From an optimization exercise on the open Yosys and OpenROAD flow, aimed at small area, a short achievable clock period and few clock cycles per item; shortcuts taken in it are not production practice.
Function was checked by simulation only, so behaviour that the tests miss may differ from the original.

==> 05-18: inputs <==
==> flow/design.v <==
`timescale 1ns / 1ps
`default_nettype none
package cpa_pkg;
   localparam int MAX_CONTAINERS = 16;
   localparam int BUFFER_BYTES   = 4096;
   localparam int HEADER_BYTES   = 16;
   localparam int ID_W  = $clog2(MAX_CONTAINERS);
   localparam int OFF_W = 12;
   localparam int BYT_W = 13;
   localparam logic [1:0] ST_CREATED = 2'd0;
   localparam logic [1:0] ST_FREED   = 2'd1;
   localparam logic [1:0] ST_REJECT  = 2'd2;
   localparam logic ACT_CREATE = 1'b0;
   localparam logic ACT_FREE   = 1'b1;
   typedef struct packed {
      logic [OFF_W-1:0] offset;
      logic [BYT_W-1:0] bytes;
   } entry_type;
endpackage
`default_nettype wire
`timescale 1ns / 1ps
`default_nettype none
module container_pool_allocator (
   input  wire logic                      clock,
   input  wire logic                      reset,
   input  wire logic                      req_valid,
   output logic                           req_ready,
   input  wire logic                      req_action,
   input  wire logic [15:0]               req_elem_count,
   input  wire logic [15:0]               req_elem_size,
   input  wire logic [3:0]                req_container_id,
   output logic                           rsp_valid,
   input  wire logic                      rsp_ready,
   output logic [1:0]                     rsp_status,
   output logic [3:0]                     rsp_result_id,
   output logic [11:0]                    rsp_region_offset
);
   localparam int NC = cpa_pkg::MAX_CONTAINERS;
   logic        q_v, q_act, q_oz, q_p12, q_bad;
   logic [3:0]  q_cid;
   logic [11:0] q_need;
   logic [8:0]  q_n16h;
   logic [12:0] q_n16;     
   assign q_n16 = {q_n16h, q_need[3:0]};
   logic [NC-1:0][11:0] off, byt;
   logic [NC-1:0][3:0]  nx;
   logic [NC-1:0]       pres, fre;
   logic [12:0]         top;
   logic [3:0]          last;
   logic                mrg;      
   logic [NC-1:0]       hs;       
   logic        r_v;
   logic [1:0]  r_st;
   logic [3:0]  r_id;
   logic [11:0] r_off;
   assign rsp_valid = r_v;
   assign rsp_status = r_st;
   assign rsp_result_id = r_id;
   assign rsp_region_offset = r_off;
   logic go, acc;
   assign go = q_v && !mrg && (!r_v || rsp_ready);
   assign req_ready = !q_v || go;
   assign acc = req_valid && req_ready;
   logic        m_ovf;
   logic [12:0] m_prod;
   always_comb begin
      m_ovf = 1'b0;
      for (int k = 0; k < 16; k++)
         m_ovf = m_ovf | (req_elem_count[k] & (|(req_elem_size >> ((k >= 12) ? 0 : (12 - k)))));
      m_prod = 13'(req_elem_count[11:0] * req_elem_size[11:0]);
   end
   always_ff @(posedge clock) begin
      if (reset) q_v <= 1'b0;
      else if (acc) q_v <= 1'b1;
      else if (go) q_v <= 1'b0;
      if (acc) begin
         q_act <= req_action;
         q_cid <= req_container_id;
         q_need <= m_prod[11:0];
         q_n16h <= {1'b0, m_prod[11:4]} + 9'd1;
         q_oz <= (req_elem_count == 16'd0) || (req_elem_size == 16'd0) || m_ovf;
         q_p12 <= m_prod[12];
      end
   end
   logic [NC-1:0] pf;
   assign pf = pres & fre;
   assign q_bad = q_oz || q_p12 || (&q_need[11:4] && |q_need[3:0]);
   function automatic logic gt13(input logic [12:0] a, input logic [12:0] b);
      logic g, e;
      g = 1'b0; e = 1'b1;
      for (int k = 12; k >= 0; k--) begin
         g = g | (e & a[k] & ~b[k]);
         e = e & ~(a[k] ^ b[k]);
      end
      gt13 = g;
   endfunction
   function automatic logic [11:0] add12(input logic [11:0] a, input logic [11:0] b,
                                         input logic ci);
      logic [11:0] g, p, gg, pp, g2, p2;
      g = a & b; p = a ^ b;
      g[0] = g[0] | (p[0] & ci);
      gg = g; pp = p;
      for (int d = 1; d < 12; d = d * 2) begin
         g2 = gg; p2 = pp;
         for (int k = 0; k < 12; k++)
            if (k >= d) begin
               g2[k] = gg[k] | (pp[k] & gg[k-d]);
               p2[k] = pp[k] & pp[k-d];
            end
         gg = g2; pp = p2;
      end
      add12 = p ^ {gg[10:0], ci};
   endfunction
   logic [NC-1:0] sp1h;
   logic [3:0]    sp;
   logic          sp_ok;
   always_comb begin
      sp = '0;
      for (int i = NC-1; i >= 0; i--)
         if (!pres[i]) sp = 4'(i);
      sp_ok = ~&pres;
      for (int i = 0; i < NC; i++)
         sp1h[i] = !pres[i] && !(|(~pres & ((16'd1 << i) - 16'd1)));
   end
   logic [NC-1:0] l1h;
   always_comb begin
      l1h = '0; l1h[last] = 1'b1;
   end
   logic [NC-1:0] eq, cand, first;
   logic          hit;
   always_comb begin
      for (int i = 0; i < NC; i++) begin
         eq[i] = (byt[i] == q_need);
         cand[i] = pf[i] && (eq[i] || (sp_ok && gt13({1'b0, byt[i]}, q_n16)));
      end
      for (int i = 0; i < NC; i++)
         first[i] = cand[i] && !(|(cand & ((16'd1 << i) - 16'd1)));
      hit = |cand;
   end
   logic [11:0]   a_off, a_byt, a_dif, a_toff;
   logic [3:0]    a_nx, a_id;
   logic          a_eq, a_last, a_nxpf;
   always_comb begin
      a_off = '0; a_byt = '0; a_nx = '0; a_id = '0;
      a_eq = 1'b0; a_last = 1'b0;
      for (int i = 0; i < NC; i++) begin
         a_off = a_off | (off[i] & {12{first[i]}});
         a_byt = a_byt | (byt[i] & {12{first[i]}});
         a_nx = a_nx | (nx[i] & {4{first[i]}});
         a_id = a_id | (4'(i) & {4{first[i]}});
         a_eq = a_eq | (eq[i] & first[i]);
         a_last = a_last | (l1h[i] & first[i]);
      end
      a_toff = add12(a_off, q_n16[11:0], 1'b0);
      a_dif = add12(a_byt, ~q_n16[11:0], 1'b1);
      a_nxpf = pf[a_nx];
   end
   logic [NC-1:0] hsel, s1h;
   logic [11:0]   h_byt, b_byt;
   logic [3:0]    h, h_nx, s2;
   logic          h_last, h_pres, s_pf, s_last, s2_pf;
   always_comb begin
      hsel = hs;
      h = '0;
      for (int i = 0; i < NC; i++) h = h | (4'(i) & {4{hs[i]}});
      h_byt = '0; h_nx = '0; h_last = 1'b0; h_pres = 1'b0;
      for (int i = 0; i < NC; i++) begin
         h_byt = h_byt | (byt[i] & {12{hsel[i]}});
         h_nx = h_nx | (nx[i] & {4{hsel[i]}});
         h_last = h_last | (l1h[i] & hsel[i]);
         h_pres = h_pres | (pres[i] & hsel[i]);
      end
      s1h = '0; s1h[h_nx] = 1'b1;
      b_byt = '0; s2 = '0; s_pf = 1'b0; s_last = 1'b0;
      for (int i = 0; i < NC; i++) begin
         b_byt = b_byt | (byt[i] & {12{s1h[i]}});
         s2 = s2 | (nx[i] & {4{s1h[i]}});
         s_pf = s_pf | (pf[i] & s1h[i]);
         s_last = s_last | (l1h[i] & s1h[i]);
      end
      s2_pf = pf[s2];
   end
   logic [13:0] top_sum;
   logic        top_fit;
   assign top_sum = {1'b0, top} + {1'b0, q_n16};
   assign top_fit = (top_sum <= 14'd4096);
   logic [3:0] pred;
   always_comb begin
      pred = '0;
      for (int j = 0; j < NC; j++)
         if (pres[j] && nx[j] == q_cid && 4'(j) != q_cid) pred = pred | 4'(j);
   end
   logic wr, do_c, do_split, do_topc, do_f, do_ftop, do_fmid, do_abs;
   always_comb begin
      wr = go || mrg;
      do_c = !mrg && q_act == cpa_pkg::ACT_CREATE && !q_bad;
      do_split = do_c && hit && !a_eq;
      do_topc = do_c && !hit && top_fit && sp_ok;
      do_f = !mrg && q_act == cpa_pkg::ACT_FREE && h_pres;
      do_ftop = do_f && h_last;
      do_fmid = do_f && !h_last;
      do_abs = mrg || (do_fmid && s_pf);
   end
   logic [11:0] bus_off, bus_ba, bus_bb;
   logic [3:0]  bus_nx;
   assign bus_ba = q_need;
   logic cr;
   assign cr = !mrg && q_act == cpa_pkg::ACT_CREATE;
   logic [11:0] h_byt16;
   assign h_byt16 = h_byt + 12'd16;
   assign bus_bb = cr ? a_dif : add12(h_byt16, b_byt, 1'b0);
   assign bus_nx = cr ? a_nx : s2;
   assign bus_off = (hit && !q_bad) ? a_toff : top[11:0];
   logic [NC-1:0] we_off, we_ba, we_bb, we_nx, we_nsp, pres_set, pres_clr, fre_set, fre_clr;
   always_comb begin
      we_off = (do_split || do_topc) ? sp1h : '0;
      we_ba = ({NC{do_split}} & first) | ({NC{do_topc}} & sp1h);
      we_bb = ({NC{do_split}} & sp1h) | ({NC{do_abs}} & hsel);
      we_nx = ({NC{do_split}} & sp1h) | ({NC{do_abs}} & hsel);
      we_nsp = ({NC{do_split}} & first) | ({NC{do_topc && top != 13'd0}} & l1h);
      pres_set = (do_split || do_topc) ? sp1h : '0;
      pres_clr = ({NC{do_ftop}} & hsel) | ({NC{do_abs}} & s1h);
      fre_set = ({NC{do_split}} & sp1h) | ({NC{do_fmid}} & hsel);
      fre_clr = ({NC{do_c && hit}} & first) | ({NC{do_topc}} & sp1h);
   end
   logic [12:0] top_n;
   logic [3:0]  last_n;
   logic [NC-1:0] m1h_n;
   logic        mrg_n;
   logic [1:0]  st_n;
   logic [3:0]  id_n;
   logic [11:0] roff_n;
   always_comb begin
      top_n = top; last_n = last; mrg_n = mrg;
      if (do_topc) begin top_n = top_sum[12:0]; last_n = sp; end
      if (do_ftop) begin top_n = top - 13'd16 - {1'b0, h_byt}; last_n = pred; end
      if (do_split && a_last) last_n = sp;
      if (do_abs && s_last) last_n = h;
      if (mrg) mrg_n = !s_last && s2_pf;
      m1h_n = hs;
      if (do_split && !a_last && a_nxpf) begin mrg_n = 1'b1; m1h_n = sp1h; end
      if (do_fmid && s_pf && !s_last && s2_pf) mrg_n = 1'b1;
      st_n = cpa_pkg::ST_REJECT; id_n = '0; roff_n = '0;
      if (do_c && hit) begin st_n = cpa_pkg::ST_CREATED; id_n = a_id; roff_n = a_off; end
      else if (do_topc) begin st_n = cpa_pkg::ST_CREATED; id_n = sp; roff_n = top[11:0]; end
      else if (do_f) st_n = cpa_pkg::ST_FREED;
   end
   always_ff @(posedge clock) begin
      if (wr) for (int i = 0; i < NC; i++) begin
         if (we_off[i]) off[i] <= bus_off;
         if (we_bb[i]) byt[i] <= bus_bb;
         else if (we_ba[i]) byt[i] <= bus_ba;
         if (we_nx[i]) nx[i] <= bus_nx;
         else if (we_nsp[i]) nx[i] <= sp;
         if (pres_set[i]) pres[i] <= 1'b1;
         else if (pres_clr[i]) pres[i] <= 1'b0;
         if (fre_set[i]) fre[i] <= 1'b1;
         else if (fre_clr[i]) fre[i] <= 1'b0;
      end
      if (reset) for (int i = 0; i < NC; i++) pres[i] <= 1'b0;
      if (reset) begin
         top <= '0; mrg <= 1'b0;
      end else if (wr) begin
         top <= top_n; mrg <= mrg_n;
      end
      if (wr) begin
         last <= last_n;
      end
      if (!reset && (wr ? mrg_n : mrg)) hs <= m1h_n;
      else if (acc) for (int i = 0; i < NC; i++) hs[i] <= (req_container_id == 4'(i));
      else for (int i = 0; i < NC; i++) hs[i] <= (q_cid == 4'(i));
      if (reset) r_v <= 1'b0;
      else if (go) r_v <= 1'b1;
      else if (rsp_ready) r_v <= 1'b0;
      if (go) begin
         r_st <= st_n; r_id <= id_n; r_off <= roff_n;
      end
   end
endmodule
`default_nettype wire
==> flow/run.sh <==
#!/bin/bash
# synth_recipe.tcl (not shown) runs the flow's synth.tcl, then flattens the netlist and writes it again
# the make line also repeats each setting of config.mk as NAME=value (left out here)
make -C /OpenROAD-flow-scripts/flow DESIGN_CONFIG=/design/flow/config.mk WORK_HOME=/design/flow/orfs CLKGATE_MAP_FILE= SYNTH_SCRIPT=/design/flow/synth_recipe.tcl finish
==> flow/config.mk <==
export PLATFORM = sky130hd
export DESIGN_NAME = container_pool_allocator
export DESIGN_NICKNAME = container_pool_allocator
export VERILOG_FILES = /design/flow/design.v
export SDC_FILE = /design/flow/constraint.sdc
export NUM_CORES = 4
export LEC_CHECK = 0
export ABC_AREA = 1
export CAP_MARGIN = 20
export CORE_MARGIN = 2
export CORE_UTILIZATION = 42
export CTS_CLUSTER_SIZE = 30
export SETUP_SLACK_MARGIN = 1.5
export SLEW_MARGIN = 20
export TNS_END_PERCENT = 5
==> flow/constraint.sdc <==
create_clock -name core_clock -period 8.0 [get_ports {clock}]
set_input_delay 1.6000 -clock core_clock [delete_from_list [all_inputs] [get_ports {clock}]]
set_output_delay 1.6000 -clock core_clock [all_outputs]
set_load 0.01 [all_outputs]
==> 08-26: changes against 05-18 <==
--- a/flow/design.v
+++ b/flow/design.v
@@ -36,12 +36,11 @@
    output logic [11:0]                    rsp_region_offset
 );
    localparam int NC = cpa_pkg::MAX_CONTAINERS;
-   logic        q_v, q_act, q_oz, q_p12, q_bad;
+   logic        q_v, q_act, q_oz, q_bad;
    logic [3:0]  q_cid;
+   logic [15:0] q_c1h;     
    logic [11:0] q_need;
-   logic [8:0]  q_n16h;
    logic [12:0] q_n16;     
-   assign q_n16 = {q_n16h, q_need[3:0]};
    logic [NC-1:0][11:0] off, byt;
    logic [NC-1:0][3:0]  nx;
    logic [NC-1:0]       pres, fre;
@@ -76,15 +75,15 @@
       if (acc) begin
          q_act <= req_action;
          q_cid <= req_container_id;
+         for (int i = 0; i < NC; i++) q_c1h[i] <= (req_container_id == 4'(i));
          q_need <= m_prod[11:0];
-         q_n16h <= {1'b0, m_prod[11:4]} + 9'd1;
-         q_oz <= (req_elem_count == 16'd0) || (req_elem_size == 16'd0) || m_ovf;
-         q_p12 <= m_prod[12];
+         q_n16 <= {1'b0, m_prod[11:0]} + 13'd16;
+         q_oz <= (req_elem_count == 16'd0) || (req_elem_size == 16'd0) || m_ovf || m_prod[12];
       end
    end
    logic [NC-1:0] pf;
    assign pf = pres & fre;
-   assign q_bad = q_oz || q_p12 || (&q_need[11:4] && |q_need[3:0]);
+   assign q_bad = q_oz || (&q_need[11:4] && |q_need[3:0]);
    function automatic logic gt13(input logic [12:0] a, input logic [12:0] b);
       logic g, e;
       g = 1'b0; e = 1'b1;
@@ -268,7 +267,7 @@
       end
       if (!reset && (wr ? mrg_n : mrg)) hs <= m1h_n;
       else if (acc) for (int i = 0; i < NC; i++) hs[i] <= (req_container_id == 4'(i));
-      else for (int i = 0; i < NC; i++) hs[i] <= (q_cid == 4'(i));
+      else hs <= q_c1h;
       if (reset) r_v <= 1'b0;
       else if (go) r_v <= 1'b1;
       else if (rsp_ready) r_v <= 1'b0;
CORE_UTILIZATION = 65   (was 42)
CTS_CLUSTER_SIZE = unset   (was 30)
SETUP_SLACK_MARGIN = 3.0   (was 1.5)
TNS_END_PERCENT = 10   (was 5)
==> summary of the runs <==
05-18 completed without violations. 08-26 ended with an error in global routing. Synthesized cell count: 08-26 is lower than 05-18 (1.4%). Against 05-18, the area after synthesis of 08-26 is larger by 0.69%.
==> figures <==
| metric | 05-18 | 08-26 |
|---|---|---|
| Synth Register Bits | 562 | 577 |
| Area fraction in compound gates after synthesis | 0.1843 | 0.1947 |
| Setup slack after placement | 0.6108 ns | 0.8065 ns |
| Inserted Clock Buffers | 67 | 59 |
| Post-synthesis instance area | 42220 um^2 | 42510 um^2 |
| Share of the synthesized area in the top cell type | 0.3770 | 0.3737 |
| Synthesized-area fraction occupied by and/or/nand/nor cells | 0.2395 | 0.2221 |
| TritonCTS Sinks | 562 | 577 |
| Mean Syn Cell Area | 7.676 um^2 | 7.842 um^2 |
| Detailed-placement wirelength estimate | 200.5 mm | 159.5 mm |
| Deepest level of the CTS H-tree | 3 | 2 |
| Synthesized Nets | 5701 | 5622 |
| Die Y | 321.0 um | 259.7 um |
| Count of cells resized by post-cts repair | 77 | 393 |
| Number of library cell types mapped by synthesis | 80 | 84 |
| Status | no timing/DRC/antenna violations | stopped before the end |
| Stage where the flow stopped | - | global routing |
| Weighted congestion at the end of routability-driven global placement | 1.203 | 1.267 |
| Xor and xnor fraction of the mapped netlist area | 0.03219 | 0.03296 |
| Die Width | 321.0 um | 259.7 um |
| Cell row count | 116 | 93 |
| Initial cell density of the core | 0.4228 | 0.6583 |
| Adder and majority gate portion of the synthesized area | 0.05702 | 0.05663 |
Testbench counts of 05-18, summed over its fixed seeds: cycles 3,454, requests 3,200.
Testbench counts of 08-26, summed over its fixed seeds: cycles 3,454, requests 3,200.

## port drivers added, routing unchanged
The results above use ideal ports. As a check the final layout listed here was re-extracted and re-timed, cells and wires unchanged.
Step 1 sets driving cells, clkbuf_16 on the clock port and buf_2 on the other inputs (assumed; they add their load-dependent delay and slew).
Step 2 adds t to the input delays and takes it off the output delays; t is the mean of the earliest and latest rising clock arrival at the registers after step 1. Input paths then give back, and output paths get back, about the clock's delay inside the block.
Slacks: ideal ports / drivers / drivers and shift; pairs: ideal ports / drivers.
run: 05-18
shift t [ns]: 0.772
slack for setup (ns): 1.390 / 1.390 / 1.116
hold slack, ns: 0.519 / 0.519 / 0.519
slew at the worst register clock pin (ns): 0.07 / 0.07
cell pins on the clock port's net: 1
After both steps setup and hold are still met in 05-18. For 05-18, drivers alone change the setup slack by 0.000 ns; drivers and shift together by -0.274 ns.
